This design comes from an exercise in tuning for small area, a short achievable clock period and few clock cycles per item on the open sky130 flow, not from production work. RTL that was checked went through simulation tests only; none was proved equivalent to the original.

==> flow/design.v (excerpt) <==
module rgb_to_hsl_convert (
    input  logic        i_clk,
    input  logic        i_rst_n,
    input  logic        i_valid,
    output logic        o_stall,
    input  logic [7:0]  i_red,
    input  logic [7:0]  i_green,
    input  logic [7:0]  i_blue,
    input  logic [7:0]  i_alpha,
    output logic        o_valid,
    input  logic        i_stall,
    output logic [12:0] o_hue,
    output logic [7:0]  o_saturation,
    output logic [7:0]  o_luminance,
    output logic [7:0]  o_alpha_out
);
For scale: roughly 2400 cells after synthesis, about 75 I/O pins, about 0.021 mm^2 of cells after synthesis.
clock: 8.0 ns
lec_check: 0
abc_area: 1
cap_margin: 20
core_margin: 2
core_utilization: 40
gpl_routability_driven: 0
setup_slack_margin: 4.2
slew_margin: 20
run.sh (not shown) runs the stock make flow with config.mk's settings and CLKGATE_MAP_FILE= SYNTH_SCRIPT=/design/flow/synth_recipe.tcl, a recipe that flattens the netlist after the stock synthesis.
The baseline passed the timing, DRC and antenna checks.
Testbench counts at the start, summed over its fixed seeds: cycles 32,048, pixels 32,000.
Edit:
- GPL_ROUTABILITY_DRIVEN: 0 -> not set
Hold slack is about the same.
Via count drops by about 0.8%.
Setup slack gains 0.020 ns.
Area after synthesis stays the same.
Flip-flop and latch count does not change.
Routed wire length climbs by 1.5%.
Maximum frequency climbs by 0.54%.
Core utilization drops by 0.40 points.
Edit:
- SETUP_SLACK_MARGIN: 4.2 -> 4.3
The changed run completed without violations.
Cell area grows by about 1.8%.
Setup slack improved by 0.099 ns.
Clock skew is about the same.
Sequential share of layout area falls by 0.64 points.
Die area stays the same.
First-iteration DRC count fell by 1.7%.
Wire length went up by about 1.7%.
Edit:
- CTS_CLUSTER_DIAMETER: not set -> 70
- CTS_CLUSTER_SIZE: not set -> 28
- SETUP_SLACK_MARGIN: 4.3 -> 4.2
=> Design area fell by a few percent; cell count fell slightly; clock-buffer cell count fell by 12; critical path depth fell by 13; global-route usage fell by 0.19 points; core utilization fell by 1.2 points; worst setup slack loses 0.11 ns; maximum frequency fell by a few percent; sequential cell count stays the same.
Edit:
- CTS_CLUSTER_DIAMETER: 70 -> not set
- CTS_CLUSTER_SIZE: 28 -> not set
- SETUP_SLACK_MARGIN: 4.2 -> 4.0
Outcome:
- hold slack is worse by 0.018 ns
- cell area goes down by 2.4%
- die area is unchanged
- utilization goes down by 1.1 points


Setup of trial 22:
rgb_to_hsl_convert, a different RTL version from the one above (not shown whole).
Size in the first run: ~350 flip-flops.
Settings: LEC_CHECK=0, ABC_AREA=1, CAP_MARGIN=20, CORE_MARGIN=2, CORE_UTILIZATION=40, SETUP_SLACK_MARGIN=4.3, SLEW_MARGIN=20; clock period 8.0 ns.
### trial 22 -> build 90
Settings: SETUP_SLACK_MARGIN changed from 4.3 to 4.2.
### Flow results
Changes observed in build 90 relative to trial 22: average via count per standard cell now sits lower, post-layout instance count excluding filler cells lost 61. The more densely filled core belongs to trial 22, not build 90. From trial 22 to build 90, mean cell area of the mapped netlist did not move at all. From trial 22 to build 90 the numbers moved as follows: critical path data required time has increased; area of all placed cells without fillers has decreased; slew at the pin closest to its max-slew limit has increased. Minimum period implied by the final worst setup slack came out higher on build 90 than on trial 22.
No functional check of the RTL was part of any run of this note.


rgb_to_hsl_convert with an RTL version that a note above also has.
Size in the first run: roughly 2400 cells after synthesis, about 75 I/O pins, ~0.021 mm^2 of cells after synthesis.
Settings: LEC_CHECK=0, ABC_AREA=1, CAP_MARGIN=20, CORE_MARGIN=2, CORE_UTILIZATION=40, SETUP_SLACK_MARGIN=4.4, SLEW_MARGIN=20; clock period 8.0 ns.
Testbench counts at the start, summed over its fixed seeds: cycles 32,048, pixels 32,000.
Edit:
--- a/flow/config.mk
+++ b/flow/config.mk
@@ -7,3 +7,3 @@
 export LEC_CHECK = 0
-export ABC_AREA = 1
+export ABC_AREA = 0
 export CAP_MARGIN = 20
@@ -11,3 +11,3 @@
 export CORE_UTILIZATION = 40
-export SETUP_SLACK_MARGIN = 4.4
+export SETUP_SLACK_MARGIN = 4.2
 export SLEW_MARGIN = 20
The changed run went through all stages and came out clean; worst hold slack improved by 5.5 ps; maximum frequency came out lower by 17%; routed wire length goes up by 0.65%.

==> static timing again, ports no longer ideal <==
In the flow no input, the clock included, has a driving cell. The finished layouts below were timed again as built, in two steps.
Step 1, drivers: a clkbuf_16 drives i_clk and a buf_2 each remaining input, both assumed.
Step 2, shift: input delay + t, output delay - t, t = (earliest + latest rising clock arrival at the registers) / 2. This alone moves slack from input paths to output paths.
a / b / c = ideal / step 1 / step 2; a / b = the first two.
| run | t, ns | slack for setup (ns) | latest minus earliest clock arrival (ns) |
|---|---|---|---|
| the first run of note 1 | 0.573 | 4.238 / 4.200 / 3.752 | 0.028 / 0.028 |
| the second run of note 1 | 0.574 | 4.258 / 4.221 / 3.735 | 0.021 / 0.020 |
| the third run of note 1 | 0.579 | 4.357 / 4.330 / 3.791 | 0.021 / 0.021 |
| the fourth run of note 1 | 0.619 | 4.251 / 4.201 / 3.678 | 0.023 / 0.023 |
| the fifth run of note 1 | 0.577 | 4.140 / 4.167 / 3.590 | 0.020 / 0.020 |
| trial 22 | 0.593 | 4.338 / 4.316 / 3.853 | 0.017 / 0.017 |
| build 90 | 0.608 | 4.265 / 4.265 / 3.730 | 0.020 / 0.020 |
| the first run of note 3 | 0.582 | 4.424 / 4.375 / 3.906 | 0.016 / 0.016 |
| the second run of note 3 | 0.594 | 3.714 / 3.714 / 3.687 | 0.013 / 0.014 |
After both steps every run listed still meets setup and hold. The setup slack of the fourth run of note 1, which loses most, moves by -0.050 ns with the drivers and by -0.573 ns with both steps.
